What follows belongs to an exercise in optimizing a design on an open flow for small area; a production flow would make more cautious choices. No functional check of the RTL was part of any run shown here. No driver is modelled on the clock port, so clocking that relies on it looks cheaper here than on a real chip. Power is estimated from default activity; no workload was simulated.

`flow/flow/run.sh`:
```
#!/bin/bash
# Own flow: the standard layout (standard.sh, with its standard
# synthesis unchanged) with three settings passed through ORFS's own
# variables:
#  - port buffers are the smallest buffer, sky130_fd_sc_hd__buf_1 (every
#    input and output port still gets its own buffer);
#  - clock tree synthesis uses clkbuf_4 clusters and adds no dummy loads;
#  - after clock tree synthesis, logic cells with timing to spare are swapped
#    for smaller cells of the same function (flow/downsize.tcl); global
#    routing's repair steps then run as usual.
# make's full output goes to flow.log here; ORFS keeps each step's log under
# orfs/logs/.
set -euo pipefail
export BUFFER_PORTS_ARGS="-buffer_cell sky130_fd_sc_hd__buf_1"
export CTS_ARGS="-sink_clustering_enable -repair_clock_nets -dont_use_dummy_load -buf_list sky130_fd_sc_hd__clkbuf_4 -sink_clustering_size 12 -sink_clustering_max_diameter 40"
export POST_CTS_TCL="$PWD/flow/downsize.tcl"
bash standard.sh > flow.log 2>&1
```
`flow/flow/downsize.tcl`:
```
# Sourced by ORFS at the end of clock tree synthesis (POST_CTS_TCL), before
# the CTS result is written. Global routing's own repair_design and
# repair_timing run later, in their own step, and fix any slew, capacitance
# or timing this leaves.
estimate_parasitics -placement
# Greedy downsizing: swap each logic cell for the smallest cell of the same
# family (same name up to the drive suffix, so the same function and pins)
# when setup slack stays above a margin and no max slew or capacitance
# limit is broken. Clock tree cells and port buffers are left alone.
set ds_margin 0.15e-9
set db [ord::get_db]
set block [ord::get_db_block]
set dont_use {}
if { [info exists ::env(DONT_USE_CELLS)] } { set dont_use $::env(DONT_USE_CELLS) }
array set fam {}
foreach lib [$db getLibs] {
  foreach m [$lib getMasters] {
    set n [$m getName]
    if { [regexp {^(sky130_fd_sc_hd__[a-z0-9]+(?:_[a-z][a-z0-9]*)*)_([0-9]+)$} $n -> base sz] } {
      if { [lsearch -exact $dont_use $n] < 0 } { lappend fam($base) $m }
    }
  }
}
proc ds_area { m } { return [expr { double([$m getWidth]) * [$m getHeight] }] }
# a swap may not take setup slack below the margin (or below where it
# started, if it started lower) nor add slew or capacitance violations
set ds_ws0 [sta::worst_slack_cmd max]
if { $ds_ws0 < $ds_margin } { set ds_margin $ds_ws0 }
set ::ds_slew0 [sta::max_slew_violation_count]
set ::ds_cap0 [sta::max_capacitance_violation_count]
proc ds_ok { margin } {
  if { [sta::worst_slack_cmd max] < $margin } { return 0 }
  if { [sta::max_slew_violation_count] > $::ds_slew0 } { return 0 }
  if { [sta::max_capacitance_violation_count] > $::ds_cap0 } { return 0 }
  return 1
}
set saved 0.0
set swaps 0
foreach inst [$block getInsts] {
  set m [$inst getMaster]
  set n [$m getName]
  set iname [$inst getName]
  if { [$inst isFixed] } { continue }
  if { [regexp {clkbuf|clkinv|clkdly|dlygate|tapvpwr|fill|decap|conb|df|dl|sdf|edf} $n] } { continue }
  if { [regexp {^(input|output)[0-9]+$} $iname] } { continue }
  if { ![regexp {^(sky130_fd_sc_hd__[a-z0-9]+(?:_[a-z][a-z0-9]*)*)_([0-9]+)$} $n -> base sz] } { continue }
  if { ![info exists fam($base)] } { continue }
  set cur [ds_area $m]
  set cands {}
  foreach c $fam($base) {
    if { [ds_area $c] < $cur } { lappend cands [list [ds_area $c] $c] }
  }
  foreach pair [lsort -real -index 0 $cands] {
    set c [lindex $pair 1]
    replace_cell $iname [$c getName]
    if { [ds_ok $ds_margin] } {
      set saved [expr { $saved + $cur - [lindex $pair 0] }]
      incr swaps
      break
    }
    replace_cell $iname $n
  }
}
puts "downsize: $swaps cells swapped, [expr {$saved / 1e6}] um2 saved"
detailed_placement
check_placement -verbose
```
`flow/standard.sh`:
```
#!/bin/bash
# synth_recipe.tcl (not shown) runs the flow's synth.tcl, then flattens the netlist and writes it again
# the make line also repeats each setting of config.mk as NAME=value (left out here)
make -C /OpenROAD-flow-scripts/flow DESIGN_CONFIG=/design/flow/config.mk WORK_HOME=/design/flow/orfs CLKGATE_MAP_FILE= SYNTH_SCRIPT=/design/flow/synth_recipe.tcl "${@:-finish}"
```
`flow/config.mk`:
```
export PLATFORM = sky130hd
export DESIGN_NAME = cpuTop
export DESIGN_NICKNAME = cpuTop
export VERILOG_FILES = /design/flow/design.v
export SDC_FILE = /design/flow/constraint.sdc
export NUM_CORES = 4
export LEC_CHECK = 0
export CAP_MARGIN = 20
export CORE_MARGIN = 2
export CORE_UTILIZATION = 65
export SLEW_MARGIN = 20
export SYNTH_HIERARCHICAL = 1
```
`flow/constraint.sdc`:
```
create_clock -name core_clock -period 11.0 [get_ports {clk}]
set_input_delay 2.2000 -clock core_clock [delete_from_list [all_inputs] [get_ports {clk}]]
set_output_delay 2.2000 -clock core_clock [all_outputs]
set_load 0.01 [all_outputs]
```
`flow/design.v`:
```
`timescale 1ns/10ps
module fa1 (
  input  logic a,
  input  logic b,
  input  logic c,
  output logic s,
  output logic co
);
  assign {co, s} = a + b + c;
endmodule
module ha1 (
  input  logic a,
  input  logic b,
  output logic s,
  output logic co
);
  assign {co, s} = a + b;
endmodule
module boothCell (
  input  logic acc,
  input  logic b,      
  input  logic bm1,    
  input  logic one,
  input  logic two,
  input  logic neg,
  input  logic m,      
  input  logic ld,     
  input  logic c,
  output logic s,
  output logic co
);
  wire pp = ((one & b) | (two & bm1) | (ld & m)) ^ neg;
  fa1 u_fa (.a(acc), .b(pp), .c(c), .s(s), .co(co));
endmodule
module wrPredecode (
  input  logic [3:0] wa,
  input  logic       wen,
  input  logic       clr,
  output logic [3:0] loN,
  output logic [3:0] hiN
);
  always_comb
    for (int i = 0; i < 4; i++)
    begin
      loN[i] = !(clr || (wen && wa[1:0] == i[1:0]));
      hiN[i] = !(clr || (wa[3:2] == i[1:0]));
    end
endmodule
module nor2c (
  input  logic a,
  input  logic b,
  output logic y
);
  assign y = !(a || b);
endmodule
module wrDecode (
  input  logic [3:0]  wa,
  input  logic        wen,
  input  logic        clr,
  output logic [15:0] sel
);
  logic [3:0] loN, hiN;
  wrPredecode u_pre (.wa(wa), .wen(wen), .clr(clr), .loN(loN), .hiN(hiN));
  genvar r;
  for (r = 0; r < 16; r++)
  begin : g_sel
    nor2c u_s (.a(loN[r % 4]), .b(hiN[r / 4]), .y(sel[r]));
  end
endmodule
module mux2c (
  input  logic a,
  input  logic b,
  input  logic s,
  output logic y
);
  assign y = s ? b : a;
endmodule
module mux4c (
  input  logic [3:0] d,
  input  logic [1:0] s,
  output logic       y
);
  assign y = d[s];
endmodule
module mux8c (
  input  logic [7:0] d,
  input  logic [2:0] s,
  output logic       y
);
  logic [1:0] m;
  mux4c u_lo (.d(d[3:0]), .s(s[1:0]), .y(m[0]));
  mux4c u_hi (.d(d[7:4]), .s(s[1:0]), .y(m[1]));
  assign y = s[2] ? m[1] : m[0];
endmodule
module mux16c (
  input  logic [15:0] d,
  input  logic [3:0]  s,
  output logic        y
);
  logic [3:0] m;
  mux4c u_0 (.d(d[3:0]),   .s(s[1:0]), .y(m[0]));
  mux4c u_1 (.d(d[7:4]),   .s(s[1:0]), .y(m[1]));
  mux4c u_2 (.d(d[11:8]),  .s(s[1:0]), .y(m[2]));
  mux4c u_3 (.d(d[15:12]), .s(s[1:0]), .y(m[3]));
  mux4c u_4 (.d(m),        .s(s[3:2]), .y(y));
endmodule
module cpuTop (
  input  logic        clk,
  input  logic        reset,
  input  logic [15:0] instr,
  input  logic [15:0] memRdata,
  output logic [15:0] pc,
  output logic [15:0] memAddr,
  output logic [15:0] memWdata,
  output logic        memWrite,
  output logic        memEn
);
  logic [2:0] ph;     
  logic       r2;     
  logic       clr;    
  wire [3:0] op = instr[15:12];
  wire [3:0] rd = instr[11:8];
  wire [3:0] fn = instr[7:4];
  wire [3:0] rs = instr[3:0];
  wire [7:0] imm = instr[7:0];
  wire isR    = (op == 4'd0);
  wire isScnd = (op == 4'd4);
  wire isJra  = (op == 4'd6);
  wire isLd   = (op == 4'd7);
  wire isSh   = (op == 4'd8);
  wire isSt   = (op == 4'd10);
  wire isBc   = (op == 4'd12);
  wire isJ    = (op == 4'd13);
  wire isJal  = (op == 4'd15);
  wire [3:0] code  = isR ? fn : op;
  wire aluOp  = isR || op == 4'd1 || op == 4'd2 || op == 4'd3 || op == 4'd5 ||
                op == 4'd9 || op == 4'd11 || op == 4'd14;
  wire isMul  = aluOp && code == 4'd14;
  wire isCmp  = aluOp && code == 4'd11;
  wire isAnd  = code == 4'd1;
  wire isOr   = code == 4'd2;
  wire isXor  = code == 4'd3;
  wire isNot  = isR && fn == 4'd4;
  wire isSub  = code == 4'd9 || code == 4'd11;
  wire logicOp = isAnd || isOr || isXor || isNot;
  wire cfW    = aluOp && !logicOp && !isMul && !isCmp && !(isR && fn == 4'd6);
  wire twoTurn = isLd || isMul || isSh || isSt;
  wire active  = !clr;
  wire last    = (ph == 3'd7);
  wire done    = active && last && (r2 || !twoTurn);
  always_ff @(posedge clk)
  begin
    if (reset)
    begin
      ph   <= 3'd0;
      r2   <= 1'b0;
      clr  <= 1'b1;
    end
    else
    begin
      ph   <= ph + 3'd1;
      if (last)
      begin
        r2  <= active && twoTurn && !r2;
        clr <= 1'b0;
      end
    end
  end
  logic [7:0] rf0 [16];   
  logic [7:0] rf1 [16];   
  wire [3:0] raA = rd;
  wire [3:0] raB = rs | {4{isJra}};
  logic [15:0] head0, head1;   
  always_comb
    for (int r = 0; r < 16; r++)
    begin
      head0[r] = rf0[r][0];
      head1[r] = rf1[r][0];
    end
  logic [1:0] rA, rB;
  mux16c u_rA0 (.d(head0), .s(raA), .y(rA[0]));
  mux16c u_rA1 (.d(head1), .s(raA), .y(rA[1]));
  mux16c u_rB0 (.d(head0), .s(raB), .y(rB[0]));
  mux16c u_rB1 (.d(head1), .s(raB), .y(rB[1]));
  logic [1:0] wd;
  logic       wen;
  wire  [3:0] wa = rd | {4{isJal}};
  logic [15:0] wsel;
  logic [15:0] tail0, tail1;   
  wire  [1:0]  wdat = wd & {2{!clr}};
  wrDecode u_wdec (.wa(wa), .wen(wen), .clr(clr), .sel(wsel));
  genvar gr;
  for (gr = 0; gr < 16; gr++)
  begin : g_wr
    mux2c u_t0 (.a(head0[gr]), .b(wdat[0]), .s(wsel[gr]), .y(tail0[gr]));
    mux2c u_t1 (.a(head1[gr]), .b(wdat[1]), .s(wsel[gr]), .y(tail1[gr]));
  end
  always_ff @(posedge clk)
  begin
    for (int r = 0; r < 16; r++)
    begin
      rf0[r] <= {tail0[r], rf0[r][7:1]};
      rf1[r] <= {tail1[r], rf1[r][7:1]};
    end
  end
  logic fc, ff, fz, fl, fn_;
  logic cond;
  always_comb
  begin
    case (rd)
      4'd0:    cond = fz;
      4'd1:    cond = !fz;
      4'd2:    cond = fc;
      4'd3:    cond = !fc;
      4'd4:    cond = fl;
      4'd5:    cond = !fl;
      4'd6:    cond = fn_;
      4'd7:    cond = !fn_;
      4'd8:    cond = ff;
      4'd9:    cond = !ff;
      4'd14:   cond = 1'b1;
      default: cond = 1'b0;
    endcase
  end
  logic [15:0] mar;    
  logic [15:0] acc;    
  logic        cy;     
  logic        sgn;    
  logic        pb;     
  logic [1:0] pcDig;
  mux8c u_pc0 (.d({pc[14], pc[12], pc[10], pc[8], pc[6], pc[4], pc[2], pc[0]}), .s(ph), .y(pcDig[0]));
  mux8c u_pc1 (.d({pc[15], pc[13], pc[11], pc[9], pc[7], pc[5], pc[3], pc[1]}), .s(ph), .y(pcDig[1]));
  wire [1:0] immDig = ph[2] ? {2{imm[7]}} : imm[{ph[1:0], 1'b0} +: 2];
  wire usePc = isBc || isJal;
  wire [1:0] aD = usePc ? pcDig : rA;
  wire useImm = op == 4'd1 || op == 4'd2 || op == 4'd3 || op == 4'd5 ||
                op == 4'd9 || op == 4'd11 || op == 4'd12 || op == 4'd14 ||
                (isSh && fn[3:2] == 2'b00);
  wire [1:0] xRaw = useImm ? immDig : rB;
  wire xEn = isBc ? cond : !isJal;
  wire inv = aluOp && isSub;
  wire [1:0] xD = (xRaw & {2{xEn}}) ^ {2{inv}};
  wire cin0 = inv || isJal || (isBc && !cond);
  wire c0 = (ph == 3'd0) ? cin0 : cy;
  wire s0 = aD[0] ^ xD[0] ^ c0;
  wire c1 = (aD[0] & xD[0]) | (c0 & (aD[0] ^ xD[0]));
  wire s1 = aD[1] ^ xD[1] ^ c1;
  wire c2 = (aD[1] & xD[1]) | (c1 & (aD[1] ^ xD[1]));
  logic [1:0] aluDig;
  always_comb
  begin
    if (isAnd)      aluDig = aD & xRaw;
    else if (isOr)  aluDig = aD | xRaw;
    else if (isXor) aluDig = aD ^ xRaw;
    else if (isNot) aluDig = ~xRaw;
    else            aluDig = {s1, s0};
  end
  wire cOut = c2 ^ inv;
  wire ovf  = !(aD[1] ^ xD[1]) && (s1 ^ aD[1]);
  always_ff @(posedge clk)
  begin
    cy <= c2;
    if (reset)
    begin
      fc <= 1'b0; ff <= 1'b0; fz <= 1'b0; fl <= 1'b0; fn_ <= 1'b0;
    end
    else if (active && !r2)
    begin
      if (last && cfW)
      begin
        fc <= cOut;
        ff <= ovf;
      end
      if (isCmp)
      begin
        fz <= (ph == 3'd0 || fz) && !s0 && !s1;
        if (last)
        begin
          fl <= cOut;         
          fn_ <= s1 ^ ovf;    
        end
      end
    end
  end
  wire [1:0]  marIn   = isBc ? {s1, s0} : xRaw;
  wire [15:0] marNext = {marIn, mar[15:2]};
  always_ff @(posedge clk)
  begin
    if (!r2)
      mar <= marNext;
  end
  wire mulStep = isMul && r2;
  wire ldStep  = isLd && r2 && ph == 3'd0;   
  wire bLow  = pb && ph != 3'd0;
  wire bOne  = mulStep && (rA[0] ^ bLow);
  wire bTwo  = mulStep && ((rA[1] & !rA[0] & !bLow) | (!rA[1] & rA[0] & bLow));
  wire bNeg  = mulStep && rA[1] && !(rA[0] && bLow);
  logic [15:0] psum;
  logic [16:0] pc_;    
  assign pc_[0] = bNeg;
  genvar gk;
  for (gk = 0; gk < 16; gk++)
  begin : g_row
    boothCell u_c (.acc(acc[gk]), .m(memRdata[gk]), .ld(ldStep), .b(mar[gk]), .bm1(gk == 0 ? 1'b0 : mar[gk == 0 ? 0 : gk - 1]),
                   .one(bOne), .two(bTwo), .neg(bNeg), .c(pc_[gk]), .s(psum[gk]), .co(pc_[gk + 1]));
  end
  wire [4:0] amt   = mar[4:0];   
  wire       arith = (fn[3:1] == 3'b001) || (fn == 4'b0110);
  wire [2:0] q     = amt[3:1];
  wire       rOdd  = amt[0];
  wire [3:0] j     = {1'b0, q} + {3'd0, rOdd};
  logic       tapE, tapO, tapO8;
  mux8c u_tapE (.d({acc[2], acc[4], acc[6], acc[8], acc[10], acc[12], acc[14], rA[0]}), .s(q), .y(tapE));
  mux8c u_tapO (.d({acc[3], acc[5], acc[7], acc[9], acc[11], acc[13], acc[15], rA[1]}), .s(j[2:0]), .y(tapO8));
  assign tapO = j[3] ? acc[1] : tapO8;
  wire [1:0] tap = rOdd ? {tapE, tapO} : {tapO, tapE};
  wire       ge1   = ph >= q;                          
  wire       ge0   = ph > q || (ph == q && !rOdd);   
  wire       fill  = amt[4] && arith && sgn;
  wire [1:0] shDig = {(ge1 ^ amt[4]) ? tap[1] : fill,
                      (ge0 ^ amt[4]) ? tap[0] : fill};
  wire [1:0]  accTop = (isMul || isLd) ? 2'b00 : rA;
  always_ff @(posedge clk)
  begin
    acc <= {accTop, psum[15:2]};
    pb  <= rA[1];
    if (last && !r2)
      sgn <= rA[1];
  end
  always_comb
  begin
    wen = 1'b0;
    wd  = aluDig;
    if (active)
    begin
      if (r2)
      begin
        wen = 1'b1;
        wen = !isSt;
        if (isLd || isMul) wd = psum[1:0];
        else            wd = shDig;
      end
      else if (isScnd)
      begin
        wen = 1'b1;
        wd  = {1'b0, cond && ph == 3'd0};
      end
      else if (isJal || (aluOp && !isCmp && !isMul))
        wen = 1'b1;   
    end
  end
  wire jmp = isBc || isJ || isJal || isJra;
  logic [15:0] pcInc;
  logic [15:0] ic;
  assign ic[0] = done && !jmp;
  genvar gi;
  for (gi = 0; gi < 15; gi++)
  begin : g_inc
    ha1 u_h (.a(pc[gi]), .b(ic[gi]), .s(pcInc[gi]), .co(ic[gi + 1]));
  end
  assign pcInc[15] = pc[15] ^ ic[15];
  always_ff @(posedge clk)
  begin
    if (reset)
      pc <= 16'd0;
    else
      pc <= (done && jmp) ? marNext : pcInc;
  end
  assign memAddr  = mar;
  assign memWdata = acc;
  wire memStep = r2 && ph == 3'd0 && (isLd || isSt);   
  assign memWrite = memStep && isSt && !reset;
  assign memEn    = memStep && !reset;
endmodule
```
==> results of run 1 <==
## power by group through the flow
stage	Sequential [mW]	Clock [mW]	Combinational, mW
2_1_floorplan	1.22	0	0.0668
3_3_place_gp	1.22	0	0.101
3_5_place_dp	1.22	0	0.104
5_1_grt	1.20	0.531	0.112
6_report	1.20	0.469	0.102
## synth_stat cells, types with 5 or more instances
master	number
nand3_1	9
a21oi_1	20
nand2b_1	9
xor2_1	5
xnor2_1	23
ha_1	29
mux4_2	28
nor3_1	5
dfxtp_1	300
edfxtp_1	17
a211oi_1	5
nor2_1	56
nor2b_1	8
mux2_4	36
or2_2	7
clkbuf_1	8
mux2i_1	26
fa_1	18
nand2_1	23
a222oi_1	16
inv_1	23
o21ai_0	11
## state kept, by name (all words and copies together) (netlist names)
register and flops:
rf0 128, rf1 128, acc 16, mar 16, pc 16, ph 3
clr 1, cy 1, fc 1, ff 1, fl 1, fn_ 1
fz 1, pb 1, r2 1, sgn 1
## per-module statistics from Yosys (local to each module, per instance), excerpt
module | area, um2 | cells | copies in the design | flip-flops and latches
mux8c | 15.0 | 1 | 4 | 0
ha1 | 12.5 | 1 | 15 | 0
mux2c | 15.0 | 1 | 32 | 0
wrPredecode | 65.1 | 13 | 1 | 0
fa1 | 20.0 | 1 | 16 | 0
boothCell | 18.8 | 2 | 16 | 0
cpuTop | 8340 | 593 | 1 | 317
nor2c | 3.75 | 1 | 16 | 0
mux4c | 22.5 | 1 | 28 | 0
## layer usage
layer / global-route usage / vias to the layer above / share of wire
li1: - / 2883 / -
met1: 0.348 / 2992 / 0.44
met2: 0.409 / 206 / 0.49
met3: 0.0472 / 47 / 0.050
met4: 0.0945 / 0 / 0.025
met5: 0 / - / 0
## worst max-delay path, stage by stage
cell and delay, ns:
buf_1 0.08, buf_4 0.23, mux4_2 0.54, mux4_2 0.60, ha_1 0.34, inv_1 0.06, nor2_1 0.06, a222oi_1 0.45
xnor2_1 0.17, fa_1 0.42, fa_1 0.40, fa_1 0.40, fa_1 0.40, fa_1 0.41, fa_1 0.39, fa_1 0.38
fa_1 0.39, fa_1 0.40, fa_1 0.39, fa_1 0.40, fa_1 0.40, fa_1 0.39, fa_1 0.39, fa_1 0.39
fa_1 0.44
## kinds of logic after synthesis
logic type | Yosys count | synth area share
AOI/OAI and AO/OA | 82 | 0.0574
xor gates and xnor gates | 28 | 0.0235
adders and majority gates | 47 | 0.0692
buffers and inverters | 39 | 0.0159
DFF | 317 | 0.624
muxes | 95 | 0.144
other | 1 | 0.000359
and+or+nand+nor | 140 | 0.0659
## worst max-delay path by stage
| stage | cells past startpoint | slack, ns | end |
|---|---|---|---|
| after floorplan | 22 | 0.22 | acc[13] |
| after global placement | 25 | 0.13 | acc[13] |
| after detailed placement | 25 | -0.22 | acc[13] |
| after global routing | 25 | 0.09 | acc[13] |
| final | 25 | 0.30 | acc[13] |
## layout make-up
| class | count | area [um2] |
|---|---|---|
| multi-input cells | 393 | 3630 |
| inverters | 23 | 86.3 |
| clock buffers | 36 | 270 |
| diodes | 1 | 2.50 |
| well taps | 216 | 270 |
| repair buffers | 97 | 373 |
| flip-flops and latches | 317 | 6520 |
| fillers | 1170 | 4620 |
## through the flow
stage | cell area [um2] | setup WS [ns] | instances
3_3_place_gp | 11100 | 0.128 | 1046
6_report | 11100 | 0.302 | 1083
3_5_place_dp | 11100 | -0.219 | 1046
2_1_floorplan | 10500 | 0.224 | 749
5_1_grt | 11100 | 0.0929 | 1083
==> impl_metrics.ini, run 1 <==
[run_status]
status = finished clean

[die]
fp-row-count = 46
core_area_mm2 = 0.0158
initial_core_util = 0.662
die_w_um = 131
dieHeight_um = 131
ios = 84
dieArea_mm2 = 0.0171

[global_route]
track_usage = 0.254
grt_pass1_wl_um = 32700
grt_max_degree = 30
grt_pass1_vias = 6104
antenna_found_initial = 1
grt_overflow = 0

[synthesis]
ys_seq_elements = 317
seq_area_frac_synth = 0.624
syn_nets = 830
netlist_area_mm2 = 0.0104
synth_top_area_cell = dfxtp_1
synth_edf_count = 17
async_flop_share = 0
ys_types = 56
synthFlopType = dfxtp_1
synthCells = 749
synth.top_cell.area_share = 0.575
ys_warn_count = 10
yosys-top-cells-area = dfxtp_1, mux4_2, mux2_4, edfxtp_1, ha_1
avgSynthCellArea_um2 = 13.9

[sta]
final_max_slew_viol_count = 0
maxSlewHeadroom = 0.267
hold_viol_final = 0
tns_ns = 0
period_share = 0.973
rsz0062_at_grt = false
finClkSkew_ns = 0.105
tightest_slew_ns = 1.10
hold_slack_ns = 0.277
period_needed_ns = 10.70
setup-violations-final = 0
fmax_mhz = 93.5

[critical_path]
cp.arrival_ns = 11.16
reg2reg_depth = 24
crit_start = instr[8]
critical_path_class = input port to flop
critPathRequiredTime_ns = 11.46
worstSetupEndpointType = flop
r2r_end = acc[13]
r2r_slack_ns = 1.79
crit_path_start_kind = input port
r2r_start = ph[0]
cp_max_fo = 12

[pwr]
power_frac_comb = 0.058
p_sw_mw = 0.402
fin_total_pwr_mw = 1.77
p_sw_frac = 0.227
power.leakage_nw = 4.47
clkPwrFrac = 0.265
p_int_mw = 1.37
power.density_mw_per_mm2 = 159
pwr-share-seq = 0.677
peakVddDrop_v = 0.000137

[hold_path]
hold_path_depth = 0
holdPathEnd = rf0[12][2]
hold_path.startpoint = rf0[12][3]
hp-class = flop to flop

[place]
port_buffers = 83
hpwl_um = 15600
routabilityCongestion = 0.875

[cells_and_area]
drive_gt1_frac = 0.0958
syn_to_final_growth_pct = 6.71
final_cell_mix = dfxtp_1, buf_1, nor2_1
nNetsFinal = 949
final_core_util = 0.707
final_common_cell = dfxtp_1

[cts]
clock_latency_ns = 0.62
clkTransAtPathRegs_ns = 0.11
cts_tree = yes
cts_num_sinks = 317

[detailed_routing]
drc = 0
wl_per_cell_um = 19.7
wl_um = 21300
vias = 6128
drtIter0Drc = 497
viasPerCell = 5.66
antenna_left = 0
first_pass_iters = 6

[flow_run]
drv_cap = 0
==> run 2: changes to the inputs <==
--- a/flow/design.v
+++ b/flow/design.v
@@ -255,8 +255,6 @@
     else if (isNot) aluDig = ~xRaw;
     else            aluDig = {s1, s0};
   end
-  wire cOut = c2 ^ inv;
-  wire ovf  = !(aD[1] ^ xD[1]) && (s1 ^ aD[1]);
   always_ff @(posedge clk)
   begin
     cy <= c2;
@@ -268,16 +266,16 @@
     begin
       if (last && cfW)
       begin
-        fc <= cOut;
-        ff <= ovf;
+        fc <= c2 ^ inv;
+        ff <= !(aD[1] ^ xD[1]) && (s1 ^ aD[1]);
       end
       if (isCmp)
       begin
         fz <= (ph == 3'd0 || fz) && !s0 && !s1;
         if (last)
         begin
-          fl <= cOut;         
-          fn_ <= s1 ^ ovf;    
+          fl <= !c2;
+          fn_ <= c2 ^ aD[1] ^ xD[1];
         end
       end
     end
@@ -331,23 +329,19 @@
   begin
     wen = 1'b0;
     wd  = aluDig;
-    if (active)
+    if (r2)
     begin
-      if (r2)
-      begin
-        wen = 1'b1;
-        wen = !isSt;
-        if (isLd || isMul) wd = psum[1:0];
-        else            wd = shDig;
-      end
-      else if (isScnd)
-      begin
-        wen = 1'b1;
-        wd  = {1'b0, cond && ph == 3'd0};
-      end
-      else if (isJal || (aluOp && !isCmp && !isMul))
-        wen = 1'b1;   
+      wen = !isSt;
+      if (isLd || isMul) wd = psum[1:0];
+      else            wd = shDig;
+    end
+    else if (isScnd)
+    begin
+      wen = 1'b1;
+      wd  = {1'b0, cond && ph == 3'd0};
     end
+    else if (isJal || (aluOp && !isCmp && !isMul))
+      wen = 1'b1;   
   end
   wire jmp = isBc || isJ || isJal || isJra;
   logic [15:0] pcInc;
@@ -368,7 +362,7 @@
   end
   assign memAddr  = mar;
   assign memWdata = acc;
-  wire memStep = r2 && ph == 3'd0 && (isLd || isSt);   
+  wire memStep = active && r2 && ph == 3'd0 && (isLd || isSt);
   assign memWrite = memStep && isSt && !reset;
   assign memEn    = memStep && !reset;
 endmodule
==> run 2 against run 1 <==
  * Still clean on timing, DRC and antenna
  * Combinational power increased by 14%
  * Non-clock buffer count rose by 1
  * Worst setup slack better by 0.056 ns
  * Flip-flop and latch count unchanged
  * Critical path type unchanged
  * Largest power group unchanged
==> impl_metrics.ini, run 2 <==
[die]
fp-row-count = 46
initial_core_util = 0.668
dieArea_mm2 = 0.0174
dieHeight_um = 132
die_w_um = 132
core_area_mm2 = 0.0159
ios = 84

[cells_and_area]
final_cell_mix = dfxtp_1, buf_1, nor2_1
antenna_cells = 0
final_common_cell = dfxtp_1
nNetsFinal = 973
drive_gt1_frac = 0.0855
syn_to_final_growth_pct = 4.60
stdcell_count = 1105
reg_top3 = rf0: 128 flops, rf1: 128 flops

[synthesis]
synthCells = 773
synth.most_common_cell = dfxtp_1
yosys-top-cells-area = dfxtp_1, mux4_2, mux2_4, edfxtp_1, fa_1
yosys-top-cells-count = dfxtp_1, nor2_1, nand2_1, mux2_4, a21oi_1
avgSynthCellArea_um2 = 13.8
synthFlopType = dfxtp_1
synth_edf_count = 17
synth_top_area_cell = dfxtp_1
synth.top_cell.area_share = 0.564
syn_nets = 855
seq_area_frac_synth = 0.611
ys_types = 73
ys_seq_elements = 317
netlist_area_mm2 = 0.0107
async_flop_share = 0
ys_warn_count = 10

[sta]
hold_viol_final = 0
tns_ns = 0
layout_setup_ws_ns = 0.358
setup-violations-final = 0
finClkSkew_ns = 0.0921
maxSlewHeadroom = 0.314
final_max_slew_viol_count = 0
fmax_mhz = 94.0
period_share = 0.967
period_needed_ns = 10.64
tightest_slew_ns = 1.02
rsz0062_at_grt = false

[critical_path]
slowest_delay_ns = 0.53
r2r_end = acc[13]
cp.arrival_ns = 11.13
cp_max_fo = 14
crit_chain = buf_1 > clkbuf_4 > mux4_2 > mux4_2 > ha_1 > and3_1 > a222oi_1 > xnor2_1 > fa_1 > fa_1 > fa_1 > fa_1 > fa_1 > fa_1 > fa_1 > fa_1 > fa_1 > fa_1 > fa_1 > fa_1 > fa_1 > fa_1 > fa_1 > fa_1
critical_path_class = input port to flop
crit_path_start_kind = input port
crit_slowest_cell = mux4_2
worstSetupEndpointType = flop
r2r_slack_ns = 1.85
crit_family = adder cells
r2r_start = ph[0]
cp_num_buf_inv = 2
crit_top_cell = fa_1
critPathRequiredTime_ns = 11.49
reg2reg_depth = 25

[flow_run]
drv_cap = 0

[detailed_routing]
first_pass_iters = 10
wl_um = 23500
drtIter0Drc = 679
viasPerCell = 5.86
wl_per_cell_um = 21.3
drc = 0
antenna_left = 0
vias = 6472

[hold_path]
holdPathEnd = rf1[12][3]
hp-class = flop to flop
hold_path.startpoint = rf1[12][4]
hold_path_depth = 0

[place]
routabilityCongestion = 0.971
hpwl_um = 17800
port_buffers = 83
dpl_worst_slack_ns = -0.117
dp.cells = 1068

[global_route]
grt_pass1_vias = 6492
grt_overflow = 0
antenna_found_initial = 0
track_usage = 0.273
grt_pass1_wl_um = 36600
grt_max_degree = 30

[cts]
cts_num_sinks = 317
clock_latency_ns = 0.65
clkTransAtPathRegs_ns = 0.11
cts_tree = yes

[run_status]
status = finished clean

[pwr]
power.leakage_nw = 4.52
power.density_mw_per_mm2 = 162
peakVddDrop_v = 0.000160
## run 2: cells by family (layout without fill, tap and decap cells)
kind of cell	after synthesis	in the layout	synth area share
DFF	317	317	0.611
and+or+nand+nor	155	155	0.0748
AOI/OAI and AO/OA	108	108	0.0762
muxes	71	71	0.119
adders and majority gates	48	48	0.0697
buffers and inverters	43	159	0.0242
xor gates and xnor gates	30	30	0.0247
other	1	1	0.000352
## run 2: per-module statistics from Yosys, one instance, submodules excluded, a selection
module	times used	flip-flops and latches	cell area, um2
boothCell	16	0	18.8
cpuTop	1	317	8550
fa1	16	0	20.0
ha1	15	0	12.5
mux2c	32	0	15.0
mux4c	28	0	22.5
mux8c	4	0	15.0
nor2c	16	0	3.75
wrPredecode	1	0	65.1
## run 2: worst reg2reg max path: cells and delay by family, from the launching register on
family / cells / cell delay (ns)
buffers and inverters: 2 / 0.27
xor gates and xnor gates: 1 / 0.15
adders and majority gates: 18 / 6.99
AOI/OAI and AO/OA: 1 / 0.39
and+or+nand+nor: 3 / 0.51
DFF: 1 / 0.74
## run 2: through the flow
step / util / area, um2 / power (mW) / hold slack, ns
floorplan: - / 10700 / 1.30 / 0.310
global placement: 0.703 / 11200 / 1.35 / 0.310
detailed placement: 0.703 / 11200 / 1.35 / 0.312
global route: 0.699 / 11100 / 1.87 / 0.269
finish: 0.699 / 11100 / 1.80 / 0.285
## run 2: where the power goes
group	internal (mW)	switching [mW]
logic	0.0456	0.0706
registers	1.17	0.0275
clock network	0.156	0.328
## run 2: area by class of cell
cell class | count | area, um2
clock buffer | 37 | 278
tap | 216 | 270
multi-input combinational | 413 | 3620
timing repair buffer | 98 | 375
inverter | 24 | 90.1
fill | 1187 | 4790
sequential | 317 | 6520
## run 2: per-layer routing
metal | up-vias | routed length [um] | part of all wire | track usage
met5 | - | 0 | 0 | 0
met1 | 3160 | 10400 | 0.44 | 0.383
met2 | 314 | 10900 | 0.46 | 0.437
met3 | 45 | 1660 | 0.071 | 0.0481
li1 | 2953 | - | - | -
met4 | 0 | 551 | 0.023 | 0.0857
## run 2: worst max path at each step
stage,start,end,slack [ns],cells past startpoint
detailed placement,instr[8],acc[13],-0.12,24
finish,instr[8],acc[13],0.36,24
global route,instr[8],acc[13],0.09,24
floorplan,instr[8],acc[13],0.05,21
global placement,instr[8],acc[13],0.09,24
==> run 3: changes to the inputs <==
--- a/flow/flow/downsize.tcl
+++ b/flow/flow/downsize.tcl
@@ -26,8 +26,8 @@
 # started, if it started lower) nor add slew or capacitance violations
 set ds_ws0 [sta::worst_slack_cmd max]
 if { $ds_ws0 < $ds_margin } { set ds_margin $ds_ws0 }
-set ::ds_slew0 [sta::max_slew_violation_count]
-set ::ds_cap0 [sta::max_capacitance_violation_count]
+set ds_slew0 [sta::max_slew_violation_count]
+set ds_cap0 [sta::max_capacitance_violation_count]
 proc ds_ok { margin } {
   if { [sta::worst_slack_cmd max] < $margin } { return 0 }
   if { [sta::max_slew_violation_count] > $::ds_slew0 } { return 0 }
==> run 3 against run 2 <==
  * The flow now stops in clock tree synthesis
  * Synthesized cell count unchanged
  * Synthesized area unchanged
==> impl_metrics.ini, run 3 <==
[run_status]
status = aborted with a tool error
lastStage = clock tree synthesis
firstError = Error: cts.tcl, 90 can't read "::ds_slew0": no such variable

[place]
place_area_mm2 = 0.0112
routabilityCongestion = 0.971
hpwl_um = 17800
dp.cells = 1068
port_buffers = 83
dpl_worst_slack_ns = -0.117

[synthesis]
synth_top_area_cell = dfxtp_1
async_flop_share = 0
syn_nets = 855
synthCells = 773
seq_area_frac_synth = 0.611
ys_seq_elements = 317
synthFlopType = dfxtp_1
yosys-top-cells-area = dfxtp_1, mux4_2, mux2_4, edfxtp_1, fa_1
synth.most_common_cell = dfxtp_1
avgSynthCellArea_um2 = 13.8
ys_types = 73
netlist_area_mm2 = 0.0107
synth.top_cell.area_share = 0.564
yosys-top-cells-count = dfxtp_1, nor2_1, nand2_1, mux2_4, a21oi_1
synth_edf_count = 17
ys_warn_count = 10

[die]
dieHeight_um = 132
die_w_um = 132
fp-row-count = 46
ios = 84
initial_core_util = 0.668

[cts]
cts_num_sinks = 317
run 3: worst max-delay path by stage:
stage,startpoint,to,slack [ns],cells past startpoint
3_5_place_dp,instr[8],acc[13],-0.12,24
3_3_place_gp,instr[8],acc[13],0.09,24
2_1_floorplan,instr[8],acc[13],0.05,21
run 3: power groups by stage:
| stage | Combinational, mW | Sequential, mW | Clock (mW) |
|---|---|---|---|
| detailed placement | 0.122 | 1.23 | 0 |
| global placement | 0.120 | 1.23 | 0 |
| floorplan | 0.0812 | 1.22 | 0 |
run 3: Yosys stat by module (local to each module, per instance), excerpt:
module	flops+latches	cells inside	cell area [um2]
mux8c	0	1	15.0
boothCell	0	2	18.8
wrPredecode	0	13	65.1
fa1	0	1	20.0
ha1	0	1	12.5
nor2c	0	1	3.75
mux4c	0	1	22.5
mux2c	0	1	15.0
cpuTop	317	617	8550
run 3: kinds of logic after synthesis:
group | synth area share
other | 0.000352
multiplexers | 0.119
adder cells (fa/ha/maj) | 0.0697
AND/OR/NAND/NOR | 0.0748
buffers and inverters | 0.0242
flip-flops | 0.611
XOR/XNOR | 0.0247
AO/OA/AOI/OAI | 0.0762
run 3: per-stage QoR:
step                setup TNS (ns)  power, mW   util  hold WS [ns]
floorplan                        0       1.30      -         0.310
global placement                 0       1.35  0.703         0.310
detailed placement          -0.117       1.35  0.703         0.312
==> run 4: changes to the inputs <==
--- a/flow/design.v
+++ b/flow/design.v
@@ -67,6 +67,18 @@
     nor2c u_s (.a(loN[r % 4]), .b(hiN[r / 4]), .y(sel[r]));
   end
 endmodule
+module pcSlice (
+  input  logic p,
+  input  logic ci,
+  input  logic m,
+  input  logic selJ,
+  input  logic rst,
+  output logic nx,
+  output logic co
+);
+  assign co = p & ci;
+  assign nx = !rst && (selJ ? m : (p ^ ci));
+endmodule
 module mux2c (
   input  logic a,
   input  logic b,
@@ -344,22 +356,18 @@
       wen = 1'b1;   
   end
   wire jmp = isBc || isJ || isJal || isJra;
-  logic [15:0] pcInc;
-  logic [15:0] ic;
+  logic [15:0] pcNext;
+  logic [16:0] ic;
   assign ic[0] = done && !jmp;
+  wire selJ = done && jmp;
   genvar gi;
-  for (gi = 0; gi < 15; gi++)
-  begin : g_inc
-    ha1 u_h (.a(pc[gi]), .b(ic[gi]), .s(pcInc[gi]), .co(ic[gi + 1]));
+  for (gi = 0; gi < 16; gi++)
+  begin : g_pc
+    pcSlice u_p (.p(pc[gi]), .ci(ic[gi]), .m(marNext[gi]), .selJ(selJ), .rst(reset),
+                 .nx(pcNext[gi]), .co(ic[gi + 1]));
   end
-  assign pcInc[15] = pc[15] ^ ic[15];
   always_ff @(posedge clk)
-  begin
-    if (reset)
-      pc <= 16'd0;
-    else
-      pc <= (done && jmp) ? marNext : pcInc;
-  end
+    pc <= pcNext;
   assign memAddr  = mar;
   assign memWdata = acc;
   wire memStep = active && r2 && ph == 3'd0 && (isLd || isSt);
--- a/flow/flow/downsize.tcl
+++ b/flow/flow/downsize.tcl
@@ -26,8 +26,8 @@
 # started, if it started lower) nor add slew or capacitance violations
 set ds_ws0 [sta::worst_slack_cmd max]
 if { $ds_ws0 < $ds_margin } { set ds_margin $ds_ws0 }
-set ds_slew0 [sta::max_slew_violation_count]
-set ds_cap0 [sta::max_capacitance_violation_count]
+set ::ds_slew0 [sta::max_slew_violation_count]
+set ::ds_cap0 [sta::max_capacitance_violation_count]
 proc ds_ok { margin } {
   if { [sta::worst_slack_cmd max] < $margin } { return 0 }
   if { [sta::max_slew_violation_count] > $::ds_slew0 } { return 0 }
==> run 4 against run 3 <==
  * The run now finishes clean
  * Synthesized area shrank 1.4%
  * Synthesized cell count shrank 3.9%
==> impl_metrics.ini, run 4 <==
[synthesis]
synthAdderAreaFrac = 0.0719
seq_area_frac_synth = 0.620
syn_nets = 826
netlist_area_mm2 = 0.0105
synth_top_area_cell = dfxtp_1
synth_xor_xnor_area_share = 0.0225
synthFlopType = dfxtp_1
synth_edf_count = 17
avgSynthCellArea_um2 = 14.1
yosys.area_share.simple = 0.0631
synth.top_cell.area_share = 0.571
muxShareOfSynthArea = 0.138
synthCells = 743
ys_types = 68
yosys-top-cells-count = dfxtp_1, nor2_1, mux2_4, ha_1, mux4_2
yosys-top-cells-area = dfxtp_1, mux4_2, mux2_4, edfxtp_1, fa_1
synth_top_family_by_area = multiplexers
ys_seq_elements = 317
ys_warn_count = 10
async_flop_share = 0
synth_compound_area_frac = 0.0687
synth.most_common_cell = dfxtp_1

[critical_path]
slowest_delay_ns = 0.52
cp_max_fo = 15
critPathRequiredTime_ns = 11.42
cp_num_buf_inv = 3
crit_family = adder cells
worstSetupEndpointType = flop
critical_path_class = input port to flop
crit_path_start_kind = input port
crit_top_cell = fa_1
cp.arrival_ns = 11.05
crit_slowest_cell = mux4_2

[cells_and_area]
nNetsFinal = 951
final_common_cell = dfxtp_1
final_core_util = 0.706
syn_to_final_growth_pct = 6.23
drive_gt1_frac = 0.0924
fillCellCount = 1117
final_cell_mix = dfxtp_1, buf_1, nor2_1
reg_top3 = rf0: 128 flops, rf1: 128 flops

[detailed_routing]
vias = 6235
wl_um = 22000
antenna_left = 0
wl_met1_um = 9120
drc = 0
wl_met3_um = 1520
wl_per_cell_um = 20.3
dr.max_layer_used = met4
route.met2.wl_um = 10300
first_pass_iters = 6
viasPerCell = 5.76
drtIter0Drc = 611

[sta]
layout_setup_ws_ns = 0.375
hold_slack_ns = 0.308
tightest_slew_ns = 1.16
hold_viol_final = 0
period_share = 0.966
final_max_slew_viol_count = 0
maxSlewHeadroom = 0.229
fmax_mhz = 94.1
rsz0062_at_grt = false
setup-violations-final = 0
finClkSkew_ns = 0.0876
period_needed_ns = 10.63

[cts]
cts_num_sinks = 317
clkTransAtPathRegs_ns = 0.11
cts_tree = yes
clock_latency_ns = 0.64

[die]
die_w_um = 131
dieArea_mm2 = 0.0172
initial_core_util = 0.664
core_area_mm2 = 0.0158
dieHeight_um = 131
ios = 84
fp-row-count = 46

[hold_path]
hp-class = flop to flop

[global_route]
grt_pass1_vias = 6385
grt_overflow = 0
track_usage = 0.264
grt_max_degree = 29
antenna_found_initial = 1
grt_pass1_wl_um = 35100

[place]
hpwl_um = 16600
routabilityCongestion = 1.00
dpl_worst_slack_ns = -0.0175
port_buffers = 83

[pwr]
peakVddDrop_v = 0.000172
power.density_mw_per_mm2 = 160
power.leakage_nw = 4.52

[flow_run]
drv_cap = 0

[run_status]
status = finished clean
## run 4: changes by cell type after synthesis, sizes merged, moves of 6 or more
cell / delta
nand2: -33
a21oi: -15
nor2: +7
clkbuf: -6
mux2i: +20
## run 4: path summary, 6_finish.rpt
check / cells past startpoint / from / slack, ns / to
worst min register to register: 0 / rf0[12][2] / 0.31 / rf0[12][1]
worst max-delay path: 25 / instr[8] / 0.37 / acc[13]
worst max register to register: 25 / ph[0] / 1.97 / acc[13]
worst min-delay path: 0 / rf0[12][2] / 0.31 / rf0[12][1]
## run 4: cell families (layout without fill, tap and decap cells)
| family | after synthesis | in the layout |
|---|---|---|
| muxes | 90 | 90 |
| adders and majority gates | 49 | 49 |
| buffers and inverters | 37 | 160 |
| other | 1 | 2 |
| xor gates and xnor gates | 27 | 27 |
| and+or+nand+nor | 129 | 129 |
| DFF | 317 | 317 |
| AOI/OAI and AO/OA | 93 | 93 |
## run 4: cell type report
| class | count | area (um2) | share of cell area |
|---|---|---|---|
| Antenna cell | 1 | 2.50 | 0.000224 |
| Clock buffer | 37 | 278 | 0.0249 |
| Inverter | 25 | 93.8 | 0.00840 |
| Multi-Input combinational cell | 389 | 3630 | 0.325 |
| Sequential cell | 317 | 6520 | 0.584 |
| Tap cell | 216 | 270 | 0.0242 |
| Timing Repair Buffer | 98 | 375 | 0.0336 |
## run 4: stage by stage
stage | TNS, ns | instances | instance area [um2] | power, mW
2_1_floorplan | 0 | 743 | 10500 | 1.29
3_3_place_gp | 0 | 1045 | 11200 | 1.34
3_5_place_dp | -0.0175 | 1045 | 11200 | 1.34
5_1_grt | 0 | 1083 | 11200 | 1.85
6_report | 0 | 1083 | 11200 | 1.78
## run 4: routing by layer
| layer | GRT usage | up-vias |
|---|---|---|
| met5 | 0 | - |
| met4 | 0.132 | 0 |
| met3 | 0.0498 | 71 |
| met2 | 0.427 | 276 |
| met1 | 0.343 | 3003 |
| li1 | - | 2885 |
## run 4: per-module statistics from Yosys, one instance, submodules excluded, a selection
module | times used | area, um2
cpuTop | 1 | 8180
wrPredecode | 1 | 65.1
pcSlice | 16 | 26.3
mux4c | 28 | 22.5
fa1 | 16 | 20.0
boothCell | 16 | 18.8
mux2c | 32 | 15.0
mux8c | 4 | 15.0
nor2c | 16 | 3.75
## run 4: report_power, final
group          internal (mW)  total, mW  switching [mW]
logic                 0.0434      0.107          0.0640
registers               1.17       1.20          0.0268
clock network          0.156      0.474           0.318
==> run 5: changes to the inputs <==
--- a/flow/design.v
+++ b/flow/design.v
@@ -237,7 +237,6 @@
   logic [15:0] mar;    
   logic [15:0] acc;    
   logic        cy;     
-  logic        sgn;    
   logic        pb;     
   logic [1:0] pcDig;
   mux8c u_pc0 (.d({pc[14], pc[12], pc[10], pc[8], pc[6], pc[4], pc[2], pc[0]}), .s(ph), .y(pcDig[0]));
@@ -267,6 +266,8 @@
     else if (isNot) aluDig = ~xRaw;
     else            aluDig = {s1, s0};
   end
+  wire cOut = c2 ^ inv;
+  wire ovf  = !(aD[1] ^ xD[1]) && (s1 ^ aD[1]);
   always_ff @(posedge clk)
   begin
     cy <= c2;
@@ -278,16 +279,16 @@
     begin
       if (last && cfW)
       begin
-        fc <= c2 ^ inv;
-        ff <= !(aD[1] ^ xD[1]) && (s1 ^ aD[1]);
+        fc <= cOut;
+        ff <= ovf;
       end
       if (isCmp)
       begin
         fz <= (ph == 3'd0 || fz) && !s0 && !s1;
         if (last)
         begin
-          fl <= !c2;
-          fn_ <= c2 ^ aD[1] ^ xD[1];
+          fl <= cOut;         
+          fn_ <= s1 ^ ovf;    
         end
       end
     end
@@ -326,16 +327,15 @@
   wire [1:0] tap = rOdd ? {tapE, tapO} : {tapO, tapE};
   wire       ge1   = ph >= q;                          
   wire       ge0   = ph > q || (ph == q && !rOdd);   
-  wire       fill  = amt[4] && arith && sgn;
+  wire       fill  = amt[4] && arith && pb;
   wire [1:0] shDig = {(ge1 ^ amt[4]) ? tap[1] : fill,
                       (ge0 ^ amt[4]) ? tap[0] : fill};
   wire [1:0]  accTop = (isMul || isLd) ? 2'b00 : rA;
   always_ff @(posedge clk)
   begin
     acc <= {accTop, psum[15:2]};
-    pb  <= rA[1];
-    if (last && !r2)
-      sgn <= rA[1];
+    if (!(isSh && r2))
+      pb <= rA[1];
   end
   always_comb
   begin
@@ -370,7 +370,7 @@
     pc <= pcNext;
   assign memAddr  = mar;
   assign memWdata = acc;
-  wire memStep = active && r2 && ph == 3'd0 && (isLd || isSt);
+  wire memStep = r2 && ph == 3'd0 && (isLd || isSt);   
   assign memWrite = memStep && isSt && !reset;
   assign memEn    = memStep && !reset;
 endmodule
==> run 5 against run 4 <==
  * Still clean on timing, DRC and antenna
  * Clock power is 1% higher
  * Synthesized area barely moved
  * Via count increased by 1.6%
  * Non-clock buffer count down 2
  * Register-to-register slack worse by 0.18 ns
  * Largest power group unchanged
==> impl_metrics.ini, run 5 <==
[run_status]
status = finished clean

[critical_path]
slowest_delay_ns = 0.55
crit_path_start_kind = input port
worstSetupEndpointType = flop
crit_start = instr[8]
critPathRequiredTime_ns = 11.48
crit_top_cell = fa_1
crit_slowest_cell = mux4_2
cp_max_fo = 13
crit_family = adder cells
cp.arrival_ns = 11.14
critical_path_class = input port to flop
cp_num_buf_inv = 3
r2r_start = r2

[sta]
rsz0062_at_grt = false
finClkSkew_ns = 0.0974
period_needed_ns = 10.66
fmax_mhz = 93.8
period_share = 0.969
maxSlewHeadroom = 0.313
final_max_slew_viol_count = 0
setup-violations-final = 0
hold_viol_final = 0
tightest_slew_ns = 1.03
layout_setup_ws_ns = 0.340

[detailed_routing]
wl_um = 22300
antenna_left = 0
wl_per_cell_um = 20.4
viasPerCell = 5.79
drc = 0
drtIter0Drc = 502
vias = 6332
first_pass_iters = 7

[die]
dieHeight_um = 131
core_area_mm2 = 0.0158
initial_core_util = 0.664
ios = 84
die_w_um = 131
dieArea_mm2 = 0.0172
fp-row-count = 46

[synthesis]
ys_seq_elements = 316
syn_nets = 839
yosys-top-cells-area = dfxtp_1, mux4_2, mux2_4, edfxtp_1, ha_1
synth_edf_count = 17
synth.most_common_cell = dfxtp_1
seq_area_frac_synth = 0.618
synthCells = 757
netlist_area_mm2 = 0.0105
yosys-top-cells-count = dfxtp_1, nor2_1, mux2_4, ha_1, a21oi_1
synth.top_cell.area_share = 0.570
ys_types = 62
synth_top_area_cell = dfxtp_1
async_flop_share = 0
ys_warn_count = 10
synthFlopType = dfxtp_1
avgSynthCellArea_um2 = 13.9

[pwr]
power.density_mw_per_mm2 = 160
power.leakage_nw = 4.48
peakVddDrop_v = 0.000173
fin_total_pwr_mw = 1.79

[global_route]
grt_pass1_wl_um = 35800
track_usage = 0.268
grt_overflow = 0
antenna_found_initial = 1
grt_pass1_vias = 6500
grt_max_degree = 29

[cts]
cts_num_sinks = 316
clock_latency_ns = 0.65
clkTransAtPathRegs_ns = 0.11
cts_tree = yes

[cells_and_area]
ff_latch_area_mm2 = 0.00650
multiInputGateArea_mm2 = 0.00366
final_common_cell = dfxtp_1
syn_to_final_growth_pct = 6.39
reg_top3 = rf0: 128 flops, rf1: 128 flops
fillCellCount = 1116
final_cell_area_mm2 = 0.0112
final_cell_mix = dfxtp_1, buf_1, nor2_1
drive_gt1_frac = 0.0879
nNetsFinal = 960

[place]
dpl_worst_slack_ns = -0.0913
place_area_mm2 = 0.0112
routabilityCongestion = 0.956
hpwl_um = 16300
port_buffers = 83

[hold_path]
hold_path.startpoint = rf0[4][6]
hp-class = flop to flop

[flow_run]
drv_cap = 0
## run 5: cell types whose count changed after synthesis, moves of 3 or more
cell and delta:
nand3b_1 -3, clkbuf_1 +4, or2_2 -3, nand3_1 +5, a21oi_1 +14, nor3_1 -3
nand2_1 +6, a21o_1 -5, xor2_1 +3
## run 5: metrics by stage
step	TNS (ns)	util	instances	hold WS (ns)
floorplan	0	-	757	0.310
global placement	0	0.704	1055	0.310
detailed placement	-0.0913	0.705	1055	0.312
global route	0	0.706	1093	0.300
finish	0	0.706	1093	0.295
## run 5: area by class of cell
| class | count | area share |
|---|---|---|
| timing repair buffer | 96 | 0.0328 |
| sequential | 316 | 0.581 |
| inverter | 26 | 0.00873 |
| multi-input combinational | 401 | 0.328 |
| antenna | 1 | 0.000224 |
| clock buffer | 37 | 0.0249 |
| tap | 216 | 0.0242 |
## run 5: per-module statistics from Yosys (local to each module, per instance), a selection
module,area (um2),copies in the design
boothCell,18.8,16
fa1,20.0,16
pcSlice,26.3,16
nor2c,3.75,16
mux8c,15.0,4
mux2c,15.0,32
mux4c,22.5,28
cpuTop,8170,1
wrPredecode,65.1,1
## run 5: cell families after synthesis
| logic type | share of synthesized area |
|---|---|
| flops | 0.618 |
| simple gates | 0.0691 |
| mux | 0.139 |
| compound gates | 0.0622 |
| fa+ha+maj | 0.0700 |
| buf+inv | 0.0160 |
| xor+xnor | 0.0250 |
| other cells | 0.000357 |
## run 5: metal layers
layer,global-route usage,wire length (um),vias up
met2,0.456,11000,275
met4,0.116,829,0
met3,0.0482,1300,65
li1,-,-,2929
met1,0.338,9140,3063
met5,0,0,-
## run 5: where the power goes
part / switching (mW) / total, mW / leakage [nW] / internal, mW
logic: 0.0663 / 0.111 / 1.71 / 0.0442
registers: 0.0315 / 1.20 / 2.60 / 1.17
clock network: 0.323 / 0.479 / 0.170 / 0.156
## run 5: final timing paths
check / to / slack (ns) / cells after the start
worst max-delay path: acc[13] / 0.34 / 25
worst min register to register: rf0[4][5] / 0.30 / 0
worst min-delay path: rf0[4][5] / 0.30 / 0
worst max register to register: acc[13] / 1.79 / 21

## separate check: timing with driven ports
In the flow no input, the clock included, has a driving cell. The finished layouts below were timed again as built, in two steps.
Step 1 sets driving cells, clkbuf_16 on the clock port and buf_2 on the other inputs (assumed; they add their load-dependent delay and slew).
Step 2 adds t to the input delays and takes it off the output delays; t is the mean of the earliest and latest rising clock arrival at the registers after step 1. Input paths then give back, and output paths get back, about the clock's delay inside the block.
a / b / c = ideal / step 1 / step 2; a / b = the first two.
| run | shift t [ns] | slack for setup (ns) | worst setup path after step 2 | slew at the worst register clock pin (ns) |
|---|---|---|---|---|
| run 1 | 0.607 | 0.302 / 0.311 / -0.295 | input to register | 0.12 / 0.12 |
| run 2 | 0.638 | 0.358 / 0.367 / -0.271 | input to register | 0.12 / 0.12 |
| run 4 | 0.629 | 0.375 / 0.385 / -0.243 | input to register | 0.12 / 0.12 |
| run 5 | 0.639 | 0.340 / 0.350 / -0.289 | input to register | 0.12 / 0.12 |
With both steps, setup timing fails in every run listed, where it was met with ideal ports.
